Background: an optimization exercise with open tools, aiming at small area. Do not read the settings as production practice.
At most, simulation tests tie the RTL to the original design; equivalence was not proved.

==> 01-21 <==
Design fma_top, start of the top module:
module fma_top (
    input  logic        clk,
    input  logic        rst,
    input  logic        in_valid,
    input  logic [63:0] a,
    input  logic [63:0] b,
    input  logic [63:0] c,
    output logic        c_req,
    output logic [63:0] result,
    output logic        out_valid,
    output logic        error
);
==> module fma_add56, before the edit <==
module fma_add56 (
    input  logic [55:0] x,
    input  logic [55:0] y,
    input  logic         ci,
    output logic [55:0] s
);
    localparam int W = 56;
    localparam int L = $clog2(W);
    logic [W-1:0] g [L+1];
    logic [W-1:0] p [L+1];
    logic [W-1:0] hp;
    assign hp      = x ^ y;
    assign g[0][0] = (x[0] & y[0]) | (hp[0] & ci);
    assign p[0][0] = 1'b0;
    assign g[0][W-1:1] = x[W-1:1] & y[W-1:1];
    assign p[0][W-1:1] = hp[W-1:1];
    for (genvar l = 0; l < L; l++) begin : g_lvl
        for (genvar i = 0; i < W; i++) begin : g_bit
            if (((i >> l) & 1) == 1) begin : g_node
                localparam int J = ((i >> l) << l) - 1;
                assign g[l+1][i] = g[l][i] | (p[l][i] & g[l][J]);
                assign p[l+1][i] = p[l][i] & p[l][J];
            end else begin : g_pass
                assign g[l+1][i] = g[l][i];
                assign p[l+1][i] = p[l][i];
            end
        end
    end
    assign s = hp ^ {g[L][W-2:0], ci};
endmodule
==> module fma_inc55, before the edit <==
module fma_inc55 (
    input  logic [54:0] x,
    input  logic         ci,
    output logic [54:0] s,
    output logic         co
);
    localparam int W = 55;
    localparam int L = $clog2(W);
    logic [W-1:0] p [L+1];
    assign p[0] = x;
    for (genvar l = 0; l < L; l++) begin : g_lvl
        for (genvar i = 0; i < W; i++) begin : g_bit
            if (((i >> l) & 1) == 1) begin : g_node
                localparam int J = ((i >> l) << l) - 1;
                assign p[l+1][i] = p[l][i] & p[l][J];
            end else begin : g_pass
                assign p[l+1][i] = p[l][i];
            end
        end
    end
    assign s  = x ^ ({p[L][W-2:0], 1'b1} & {W{ci}});
    assign co = ci & p[L][W-1];
endmodule
==> module fma_inc52, before the edit <==
module fma_inc52 (
    input  logic [51:0] x,
    input  logic         ci,
    output logic [51:0] s,
    output logic         co
);
    localparam int W = 52;
    localparam int L = $clog2(W);
    logic [W-1:0] p [L+1];
    assign p[0] = x;
    for (genvar l = 0; l < L; l++) begin : g_lvl
        for (genvar i = 0; i < W; i++) begin : g_bit
            if (((i >> l) & 1) == 1) begin : g_node
                localparam int J = ((i >> l) << l) - 1;
                assign p[l+1][i] = p[l][i] & p[l][J];
            end else begin : g_pass
                assign p[l+1][i] = p[l][i];
            end
        end
    end
    assign s  = x ^ ({p[L][W-2:0], 1'b1} & {W{ci}});
    assign co = ci & p[L][W-1];
endmodule
export LEC_CHECK = 0
export CAP_MARGIN = 20
export CORE_MARGIN = 2
export CORE_UTILIZATION = 40
export SETUP_SLACK_MARGIN = 0.2
export SLEW_MARGIN = 20
export SYNTH_HIERARCHICAL = 1
export SYNTH_MINIMUM_KEEP_SIZE = 0
create_clock -name core_clock -period 7.5 [get_ports {clk}]
standard.sh (not shown) runs the stock make flow with config.mk's settings and CLKGATE_MAP_FILE= SYNTH_SCRIPT=/design/flow/synth_recipe.tcl, a recipe that flattens the netlist after the stock synthesis.
==> flow/flow/run.sh <==
#!/bin/bash
# Standard layout, with the port buffers made from the smallest buffer cell
# instead of the default choice. Everything else is the standard flow.
set -e
cp standard.sh standard_sh.log
export BUFFER_PORTS_ARGS="-buffer_cell sky130_fd_sc_hd__buf_1"
bash standard.sh > standard.log 2>&1
==> inputs of 01-24, as changes to 01-21 <==
--- a/flow/design.v
+++ b/flow/design.v
@@ -63,3 +63,3 @@
     localparam int W = 56;
-    localparam int L = $clog2(W);
+    localparam int L = 6;
     logic [W-1:0] g [L+1];
@@ -93,3 +93,3 @@
     localparam int W = 55;
-    localparam int L = $clog2(W);
+    localparam int L = 6;
     logic [W-1:0] p [L+1];
@@ -116,3 +116,3 @@
     localparam int W = 52;
-    localparam int L = $clog2(W);
+    localparam int L = 6;
     logic [W-1:0] p [L+1];
==> flow/run.sh (new file) <==
#!/bin/bash
# synth_recipe.tcl (not shown) runs the flow's synth.tcl, then flattens the netlist and writes it again
# the make line also repeats each setting of config.mk as NAME=value (left out here)
make -C /OpenROAD-flow-scripts/flow DESIGN_CONFIG=/design/flow/config.mk WORK_HOME=/design/flow/orfs CLKGATE_MAP_FILE= SYNTH_SCRIPT=/design/flow/synth_recipe.tcl finish
removed: flow/flow/run.sh
removed: flow/standard.sh
==> summary of the runs <==
- Synthesized cell count is the same in 01-24 and 01-21.
- Register-to-register slack: 01-24 is higher than 01-21 (0.02 ns).
- In 01-24 the core utilization is higher than in 01-21, by 0.80 points.
- Clock-buffer cell count: 01-24 is higher than 01-21 (3).
- In 01-21 the critical path depth is higher than in 01-24, by 1.
- Against 01-24, the global-route usage of 01-21 is lower by 0.24 points.
- Of 01-24 and 01-21, 01-21 has the higher sequential share of layout area (gap 0.23 points).
==> figures <==
|  | 01-21 | 01-24 |
|---|---|---|
| Largest net degree at the start of global routing | 65 | 85 |
| Aggregate global-route resource usage | 0.296 | 0.298 |
| Mean routed wirelength per cell | 28.7 um | 28.1 um |
| Fraction of cell area in non-clock buffers | 0.103 | 0.117 |
| Number of diodes added for antenna fixing | 5 | 3 |
| RD Place Congestion | 1.01 | 1.01 |
| Setup WS pre-CTS | -0.505 ns | -0.798 ns |
| Worst clock skew | 0.113 ns | 0.0952 ns |
| Outcome | no timing/DRC/antenna violations | no timing/DRC/antenna violations |
| Worst r2r dst | pm_q[53]$_DFF_P_ | pm_q[45]$_DFF_P_ |
| Fraction of standard cell area in multi-input logic | 0.731 | 0.719 |
| Synth-to-Final Area Change | 14.7% | 16.7% |
| Post-placement cell area | 101000 um2 | 104000 um2 |
| Routed wire length on met3 | 40000 um | 37900 um |
| DRT iter0 DRCs | 9193 | 9579 |
| Min Clock Period, post-route | 7.17 ns | 7.15 ns |
Function not checked in 01-21: the RTL went through the layout flow alone.

re-timing with driven ports:
How much do the figures lean on ideal ports? The routed layouts below were timed once more, with nothing changed but the port constraints.
Step 1: set_driving_cell puts a clkbuf_16 on clk and a buf_2 on each other input, an assumption about the parent block.
Step 2 moves the port delays by t, midway between the first and last clock arrival at a register: inputs arrive t later, outputs are due t later. That takes back most of the time a late clock gives input paths.
a / b / c = no drivers / after step 1 / after step 2; a / b = the first two.
run	t (ns)	setup WS [ns]	clock arrival spread, ns	slew at the worst register clock pin (ns)
01-21	0.802	0.327 / 0.327 / -0.406	0.135 / 0.136	0.09 / 0.09
01-24	0.812	0.346 / 0.346 / -0.361	0.097 / 0.097	0.08 / 0.08
With both steps, setup timing fails in 01-21 and 01-24, where it was met with ideal ports. The setup slack of 01-21, which loses most, moves by 0.000 ns with the drivers and by -0.733 ns with both steps.
